From an optimization exercise on the open Yosys and OpenROAD flow, aimed at small area, a short achievable clock period and few clock cycles per item; shortcuts taken in it are not production practice.
At most, simulation tests tie the RTL to the original design; equivalence was not proved.
No activity file was given, so power comes from the tool's default toggle rates.

==> module lbmm_ram, before the edit <==
module lbmm_ram (
  input  logic       clk,
  input  logic [9:0] len,        
  input  logic [1:0] wdigit,
  output logic [1:0] rdigit
);
  logic [9:0] segsel;
  always_ff @(posedge clk) begin
    if (len >= 10'd505) begin
      segsel <= {1'b1, 9'(len - 10'd505)};
    end else begin
      segsel <= {1'b0, len[8:0]};
    end
  end
  logic [1:0] s505 [505];
  logic [1:0] s256 [256];
  logic [1:0] s128 [128];
  logic [1:0] s64  [64];
  logic [1:0] s32  [32];
  logic [1:0] s16  [16];
  logic [1:0] s8   [8];
  logic [1:0] s4   [4];
  logic [1:0] s2   [2];
  logic [1:0] s1;
  logic [1:0] c505, c256, c128, c64, c32, c16, c8, c4, c2, c1;
  assign c505 = segsel[9] ? s505[504] : wdigit;
  assign c256 = segsel[8] ? s256[255] : c505;
  assign c128 = segsel[7] ? s128[127] : c256;
  assign c64  = segsel[6] ? s64[63]   : c128;
  assign c32  = segsel[5] ? s32[31]   : c64;
  assign c16  = segsel[4] ? s16[15]   : c32;
  assign c8   = segsel[3] ? s8[7]     : c16;
  assign c4   = segsel[2] ? s4[3]     : c8;
  assign c2   = segsel[1] ? s2[1]     : c4;
  assign c1   = segsel[0] ? s1        : c2;
  always_ff @(posedge clk) begin
    s505[0] <= wdigit;
    for (int i = 1; i < 505; i++) s505[i] <= s505[i-1];
    s256[0] <= c505;
    for (int i = 1; i < 256; i++) s256[i] <= s256[i-1];
    s128[0] <= c256;
    for (int i = 1; i < 128; i++) s128[i] <= s128[i-1];
    s64[0] <= c128;
    for (int i = 1; i < 64; i++) s64[i] <= s64[i-1];
    s32[0] <= c64;
    for (int i = 1; i < 32; i++) s32[i] <= s32[i-1];
    s16[0] <= c32;
    for (int i = 1; i < 16; i++) s16[i] <= s16[i-1];
    s8[0] <= c16;
    for (int i = 1; i < 8; i++) s8[i] <= s8[i-1];
    s4[0] <= c8;
    for (int i = 1; i < 4; i++) s4[i] <= s4[i-1];
    s2[0] <= c4;
    s2[1] <= s2[0];
    s1 <= c2;
  end
  assign rdigit = c1;
endmodule
==> flow/config.mk <==
export PLATFORM = sky130hd
export DESIGN_NAME = luma_block_mean_mosaic
export DESIGN_NICKNAME = luma_block_mean_mosaic
export VERILOG_FILES = /design/flow/design.v
export SDC_FILE = /design/flow/constraint.sdc
export NUM_CORES = 4
export LEC_CHECK = 0
export CAP_MARGIN = 20
export CORE_MARGIN = 2
export CORE_UTILIZATION = 35
export CTS_CLUSTER_DIAMETER = 100
export CTS_CLUSTER_SIZE = 25
export PLACE_DENSITY = 0.5
export SLEW_MARGIN = 20
export SYNTH_MEMORY_MAX_BITS = 4096
==> flow/constraint.sdc <==
create_clock -name core_clock -period 12.0 [get_ports {clk}]
set_input_delay 2.4000 -clock core_clock [delete_from_list [all_inputs] [get_ports {clk}]]
set_output_delay 2.4000 -clock core_clock [all_outputs]
set_load 0.01 [all_outputs]
standard.sh (not shown) runs the stock make flow with config.mk's settings and CLKGATE_MAP_FILE= SYNTH_SCRIPT=/design/flow/synth_recipe.tcl, a recipe that flattens the netlist after the stock synthesis.
==> flow/flow/run.sh <==
#!/bin/bash
# Standard ORFS layout, with repair_timing asked for extra setup margin so
# that it keeps improving paths well below the design's clock period.
set -euo pipefail
bash standard.sh SETUP_SLACK_MARGIN=8.6 finish > standard_flow.log 2>&1
The baseline passed the timing, DRC and antenna checks.
Edit:
--- a/flow/design.v
+++ b/flow/design.v
@@ -18,41 +18,41 @@
   input  logic [1:0] wdigit,
   output logic [1:0] rdigit
 );
   logic [9:0] segsel;
   always_ff @(posedge clk) begin
-    if (len >= 10'd505) begin
-      segsel <= {1'b1, 9'(len - 10'd505)};
+    if (len >= 10'd497) begin
+      segsel <= {1'b1, 9'(len - 10'd497)};
     end else begin
       segsel <= {1'b0, len[8:0]};
     end
   end
-  logic [1:0] s505 [505];
+  logic [1:0] s497 [497];
   logic [1:0] s256 [256];
   logic [1:0] s128 [128];
   logic [1:0] s64  [64];
   logic [1:0] s32  [32];
   logic [1:0] s16  [16];
   logic [1:0] s8   [8];
   logic [1:0] s4   [4];
   logic [1:0] s2   [2];
   logic [1:0] s1;
-  logic [1:0] c505, c256, c128, c64, c32, c16, c8, c4, c2, c1;
-  assign c505 = segsel[9] ? s505[504] : wdigit;
-  assign c256 = segsel[8] ? s256[255] : c505;
+  logic [1:0] c497, c256, c128, c64, c32, c16, c8, c4, c2, c1;
+  assign c497 = segsel[9] ? s497[496] : wdigit;
+  assign c256 = segsel[8] ? s256[255] : c497;
   assign c128 = segsel[7] ? s128[127] : c256;
   assign c64  = segsel[6] ? s64[63]   : c128;
   assign c32  = segsel[5] ? s32[31]   : c64;
   assign c16  = segsel[4] ? s16[15]   : c32;
   assign c8   = segsel[3] ? s8[7]     : c16;
   assign c4   = segsel[2] ? s4[3]     : c8;
   assign c2   = segsel[1] ? s2[1]     : c4;
   assign c1   = segsel[0] ? s1        : c2;
   always_ff @(posedge clk) begin
-    s505[0] <= wdigit;
-    for (int i = 1; i < 505; i++) s505[i] <= s505[i-1];
-    s256[0] <= c505;
+    s497[0] <= wdigit;
+    for (int i = 1; i < 497; i++) s497[i] <= s497[i-1];
+    s256[0] <= c497;
     for (int i = 1; i < 256; i++) s256[i] <= s256[i-1];
     s128[0] <= c256;
     for (int i = 1; i < 128; i++) s128[i] <= s128[i-1];
     s64[0] <= c128;
     for (int i = 1; i < 64; i++) s64[i] <= s64[i-1];
What happened: Cell count is higher by 0.70%. Flip-flop and latch count is lower by 16. Wire length is lower by 3.0%. Fmax is higher by about 1.3%. Clock power is lower by about 2%. Power is higher by about 0.9%.
Testbench counts after the change, summed over its fixed seeds: cycles 130,123, pixels 130,066.
For the first run of this note, only the layout was checked, not whether the RTL still works.

---

luma_block_mean_mosaic, a different RTL version from the one above (not shown whole).
Size in the first run: roughly 3600 cells after synthesis, roughly 2300 flip-flops, about 58 I/O pins, ~0.056 sq mm of cells after synthesis.
==> module lbmm_div, before the edit <==
module lbmm_div (
  input  logic        clk,
  input  logic        rst_n,
  input  logic        load_hdr,
  input  logic [6:0]  divisor,      
  input  logic [6:0]  bc,
  input  logic [8:0]  br,
  input  logic        last,
  input  logic        load_sum,     
  input  logic [13:0] dividend,
  output logic        free,
  input  logic        out_ready,
  output logic        out_valid,
  output logic [8:0]  out_block_column,
  output logic [8:0]  out_block_row,
  output logic [7:0]  out_mean_luma,
  output logic        out_frame_last
);
  logic [5:0] rem_r;
  logic [7:0] q_r;
  logic [6:0] d_r;
  logic [7:0] d3;
  logic [2:0] cnt_r;
  logic       busy_r, valid_r;
  logic [6:0] bc_r;
  logic [8:0] br_r;
  logic       last_r;
  logic [7:0] t;
  logic [8:0] s1, s2, s3;
  logic [5:0] rnx;
  logic [1:0] qd;
  always_comb begin
    t  = {rem_r, q_r[7:6]};
    s1 = {1'b0, t} - {2'b00, d_r};
    s2 = {1'b0, t} - {1'b0, d_r, 1'b0};
    d3 = 8'({1'b0, d_r} + {d_r, 1'b0});
    s3 = {1'b0, t} - {1'b0, d3};
    if (!s3[8]) begin
      qd  = 2'd3;
      rnx = s3[5:0];
    end else if (!s2[8]) begin
      qd  = 2'd2;
      rnx = s2[5:0];
    end else if (!s1[8]) begin
      qd  = 2'd1;
      rnx = s1[5:0];
    end else begin
      qd  = 2'd0;
      rnx = t[5:0];
    end
  end
  always_ff @(posedge clk) begin
    if (!rst_n) begin
      busy_r  <= 1'b0;
      valid_r <= 1'b0;
      cnt_r   <= '0;
    end else if (load_sum) begin
      busy_r  <= 1'b1;
      cnt_r   <= '0;
    end else if (busy_r) begin
      cnt_r <= cnt_r + 3'd1;
      if (cnt_r == 3'd4) begin
        busy_r  <= 1'b0;
        valid_r <= 1'b1;
      end
    end else if (out_ready) begin
      valid_r <= 1'b0;
    end
  end
  logic [7:0] mean_r;
  always_ff @(posedge clk) begin
    if (!rst_n) begin
      mean_r <= '0;
      bc_r   <= '0;
      br_r   <= '0;
      last_r <= 1'b0;
    end else begin
      if (load_hdr) begin
        bc_r   <= bc;
        br_r   <= br;
        last_r <= last;
      end
      if (busy_r && (cnt_r == 3'd4)) begin
        mean_r <= {q_r[5:0], qd};
      end
    end
  end
  always_ff @(posedge clk) begin
    if (busy_r) begin
      if (cnt_r == '0) begin
        q_r <= dividend[7:0];
      end else begin
        q_r <= {q_r[5:0], qd};
      end
    end
  end
  always_ff @(posedge clk) begin
    if (load_hdr) begin
      d_r <= divisor;
    end
    if (busy_r) begin
      if (cnt_r == '0) begin
        rem_r <= dividend[13:8];
      end else begin
        rem_r <= rnx;
      end
    end
  end
  assign free             = ~busy_r & ~valid_r;
  assign out_valid        = valid_r;
  assign out_block_column = {2'b00, bc_r};
  assign out_block_row    = br_r;
  assign out_mean_luma    = mean_r;
  assign out_frame_last   = last_r;
endmodule
Settings: LEC_CHECK=0, CAP_MARGIN=20, CORE_MARGIN=2, CORE_UTILIZATION=70, CTS_CLUSTER_DIAMETER=100, CTS_CLUSTER_SIZE=25, PLACE_DENSITY=0.8, SLEW_MARGIN=20, SYNTH_MEMORY_MAX_BITS=4096; clock period 12.0 ns.
Scripts as last shown in full above: flow/flow/run.sh
Testbench counts at the start, summed over its fixed seeds: cycles 130,123, pixels 130,066.
==> next run, changes <==
--- a/flow/design.v
+++ b/flow/design.v
@@ -104,5 +104,5 @@
   logic [7:0] q_r;
   logic [6:0] d_r;
-  logic [7:0] d3;
+  logic [7:0] d3_r;
   logic [2:0] cnt_r;
   logic       busy_r, valid_r;
@@ -118,6 +118,5 @@
     s1 = {1'b0, t} - {2'b00, d_r};
     s2 = {1'b0, t} - {1'b0, d_r, 1'b0};
-    d3 = 8'({1'b0, d_r} + {d_r, 1'b0});
-    s3 = {1'b0, t} - {1'b0, d3};
+    s3 = {1'b0, t} - {1'b0, d3_r};
     if (!s3[8]) begin
       qd  = 2'd3;
@@ -186,4 +185,5 @@
       if (cnt_r == '0) begin
         rem_r <= dividend[13:8];
+        d3_r  <= 8'({1'b0, d_r} + {d_r, 1'b0});
       end else begin
         rem_r <= rnx;
The new run produced a clean layout.
Routed wire length fell by about 2%.
Clock skew rose by 0.0034 ns.
First-iteration DRC count rose by 27%.
Via count rose by about 0.8%.
Final cell count rose by 0.58%.
Design area rose by 0.35%.
Setup slack degrades by 0.024 ns.
Utilization hardly moves.
Synthesized cell count rose by about 0.6%.
Maximum frequency fell by 0.66%.
Critical path depth does not change.
Testbench counts after the change, summed over its fixed seeds: cycles 130,123, pixels 130,066.

---

before:
Another version of the RTL of luma_block_mean_mosaic (not shown whole).
For scale: ~3700 cells after synthesis, ~2300 flip-flops, roughly 58 I/O pins.
==> flow/config.mk <==
export PLATFORM = sky130hd
export DESIGN_NAME = luma_block_mean_mosaic
export DESIGN_NICKNAME = luma_block_mean_mosaic
export VERILOG_FILES = /design/flow/design.v
export SDC_FILE = /design/flow/constraint.sdc
export NUM_CORES = 4
export LEC_CHECK = 0
export CAP_MARGIN = 20
export CORE_MARGIN = 2
export CORE_UTILIZATION = 55
export CTS_CLUSTER_DIAMETER = 100
export CTS_CLUSTER_SIZE = 25
export PLACE_DENSITY = 0.65
export SLEW_MARGIN = 20
export SYNTH_MEMORY_MAX_BITS = 4096
==> flow/constraint.sdc <==
create_clock -name core_clock -period 12.0 [get_ports {clk}]
set_input_delay 2.4000 -clock core_clock [delete_from_list [all_inputs] [get_ports {clk}]]
set_output_delay 2.4000 -clock core_clock [all_outputs]
set_load 0.01 [all_outputs]
Scripts as last shown in full above: flow/flow/run.sh
Changes in after relative to before:
--- a/flow/design.v
+++ b/flow/design.v
@@ -494,33 +494,31 @@
     if (proc) begin
       rx_r <= pn.rx; ry_r <= pn.ry; bc_r <= pn.bc; br_r <= pn.br;
       lt_r <= pn.lt; lb_r <= pn.lb;
       re_r <= pn.re; ce_r <= pn.ce; le_r <= pn.le; be_r <= pn.be;
       z_r  <= (pn.rx == '0) & (pn.ry == '0);
     end
   end
   assign consume = proc;
   logic        wb_load, sr_load;
+  logic [7:0]  wb_dly_r;
   logic        b_v_r, b_lt_r, b_in_r, b_late_r, b_z_r, b_emit_r;
   logic        b_pin_r, b_pinz_r;    
   logic        b_wbl_r, b_srl_r;
   logic [7:0]  b_pix_r;
   logic        hdr_load, dfr_load;
   always_ff @(posedge clk) begin
     short_r <= (last_bc_r == 7'd1);
   end
-  logic sr_mid, sr_wrap;
   assign wb_load = (ph_p_r == 3'd7) && (ph_t_r != last_bc_r);
-  assign sr_mid  = (ph_p_r == 3'd7) && (ph_t_r != 7'd0) && (ph_t_r != last_bc_r);
-  assign sr_wrap = (last_rx_r == 3'd7) ? ((ph_t_r == last_bc_r) && (ph_p_r == 3'd7))
-                                       : ((ph_t_r == 7'd0) && (ph_p_r == (3'd6 - last_rx_r)));
-  assign sr_load = short_r ? wb_load : (sr_mid | sr_wrap);
+  assign sr_load = short_r ? wb_load : wb_dly_r[7];
   always_ff @(posedge clk) begin
+    wb_dly_r <= {wb_dly_r[6:0], wb_load};
     b_wbl_r  <= wb_load;
     b_srl_r  <= sr_load;
     b_lt_r   <= lt;
     b_in_r   <= ~lt & inw;
     b_late_r <= ~lt & ~inw;
     b_z_r    <= z;
     b_pix_r  <= a_pixel;
     b_pin_r  <= proc & ~lt & inw;
     b_pinz_r <= proc & ~lt & inw & z;
==> comparison <==
before reports its slowest stage cell on the critical path as dfxtp_4 while after reports dfxtp_2.
| power after layout | after vs before | better |
before has higher combinational power than after.
Any difference in clock group share of total power between before and after is small enough to ignore.
Relative to before, post-route fraction of the period consumed by the critical path decreased by 0.20 points in after.
before → after: post-synthesis adder-cell area fraction now sits at about the same level, cell count now sits at about the same level, cell area now sits at about the same level, initial antenna violation count now sits higher, core utilization now sits at about the same level.
Final worst setup slack, after and before, higher one = after.
after -> before: post-placement cell count flat
For register fraction of the total cell area, after and before come out practically identical.
Fmax: after higher than before
Testbench counts of after, summed over its fixed seeds: cycles 130,123, pixels 130,066.
No functional check of the RTL was part of before.

---

Setup of run 5:
luma_block_mean_mosaic with an RTL version that a note above also has.
Size in the first run: ~3600 cells after synthesis, roughly 58 I/O pins.
export LEC_CHECK = 0
export CAP_MARGIN = 20
export CORE_MARGIN = 2
export CORE_UTILIZATION = 55
export CTS_CLUSTER_DIAMETER = 80
export CTS_CLUSTER_SIZE = 30
export PLACE_DENSITY = 0.65
export SLEW_MARGIN = 20
export SYNTH_MEMORY_MAX_BITS = 4096
create_clock -name core_clock -period 12.0 [get_ports {clk}]
Scripts as last shown in full above: flow/flow/run.sh
Testbench counts of run 5, summed over its fixed seeds: cycles 130,123, pixels 130,066.
The inputs of run 4 differ from those of run 5 as listed below.
--- a/flow/design.v
+++ b/flow/design.v
@@ -103,7 +103,7 @@
   logic [5:0] rem_r;
   logic [7:0] q_r;
   logic [6:0] d_r;
-  logic [7:0] d3;
+  logic [7:0] d3_r;
   logic [2:0] cnt_r;
   logic       busy_r, valid_r;
   logic [6:0] bc_r;
@@ -117,8 +117,7 @@
     t  = {rem_r, q_r[7:6]};
     s1 = {1'b0, t} - {2'b00, d_r};
     s2 = {1'b0, t} - {1'b0, d_r, 1'b0};
-    d3 = 8'({1'b0, d_r} + {d_r, 1'b0});
-    s3 = {1'b0, t} - {1'b0, d3};
+    s3 = {1'b0, t} - {1'b0, d3_r};
     if (!s3[8]) begin
       qd  = 2'd3;
       rnx = s3[5:0];
@@ -185,6 +184,7 @@
     if (busy_r) begin
       if (cnt_r == '0) begin
         rem_r <= dividend[13:8];
+        d3_r  <= 8'({1'b0, d_r} + {d_r, 1'b0});
       end else begin
         rem_r <= rnx;
       end
Compared with run 5, run 4 shows number of register bits inferred by synthesis that has gone up slightly. Run 5 → run 4: number of flip-flops and latches now sits higher; hold slack level; synthesized cell count picked up an extra about 0.6%. Run 4 and run 5 ended up with nearly the same maximum clock rate.
Testbench counts of run 4, summed over its fixed seeds: cycles 130,123, pixels 130,066.

==> port drivers added, routing unchanged <==
No port has a modelled driver above. Below, the same layouts with a new extraction and two added sets of constraints. Step 1, drivers: a clkbuf_16 drives clk and a buf_2 each remaining input, both assumed. Step 2 times the ports against the registers' clock, not the clock port: input delays grow and output delays shrink by t, the midpoint of the rising clock arrivals with the driver on. Slacks: ideal / step 1 / step 2; pairs: ideal / step 1.
run | t, ns | slack for setup (ns) | latest minus earliest clock arrival (ns) | worst register clock-pin slew, ns | pins driven straight from the clock port
the first run of note 1 | 0.793 | 8.315 / 8.237 / 8.120 | 0.069 / 0.069 | 0.11 / 0.11 | 1
the second run of note 1 | 0.780 | 8.362 / 8.286 / 8.319 | 0.070 / 0.070 | 0.11 / 0.11 | 1
the first run of note 2 | 0.750 | 8.438 / 8.368 / 8.054 | 0.056 / 0.055 | 0.12 / 0.12 | 1
the second run of note 2 | 0.742 | 8.415 / 8.348 / 8.290 | 0.041 / 0.041 | 0.10 / 0.10 | 1
before | 0.762 | 8.367 / 8.297 / 8.098 | 0.044 / 0.044 | 0.10 / 0.10 | 1
after | 0.758 | 8.392 / 8.325 / 8.149 | 0.037 / 0.037 | 0.11 / 0.11 | 1
run 5 | 0.750 | 8.412 / 8.347 / 7.997 | 0.028 / 0.029 | 0.11 / 0.11 | 1
run 4 | 0.746 | 8.412 / 8.345 / 8.125 | 0.027 / 0.027 | 0.11 / 0.11 | 1
After both steps every run listed still meets setup and hold. The setup slack of run 5, which loses most, moves by -0.065 ns with the drivers and by -0.415 ns with both steps.
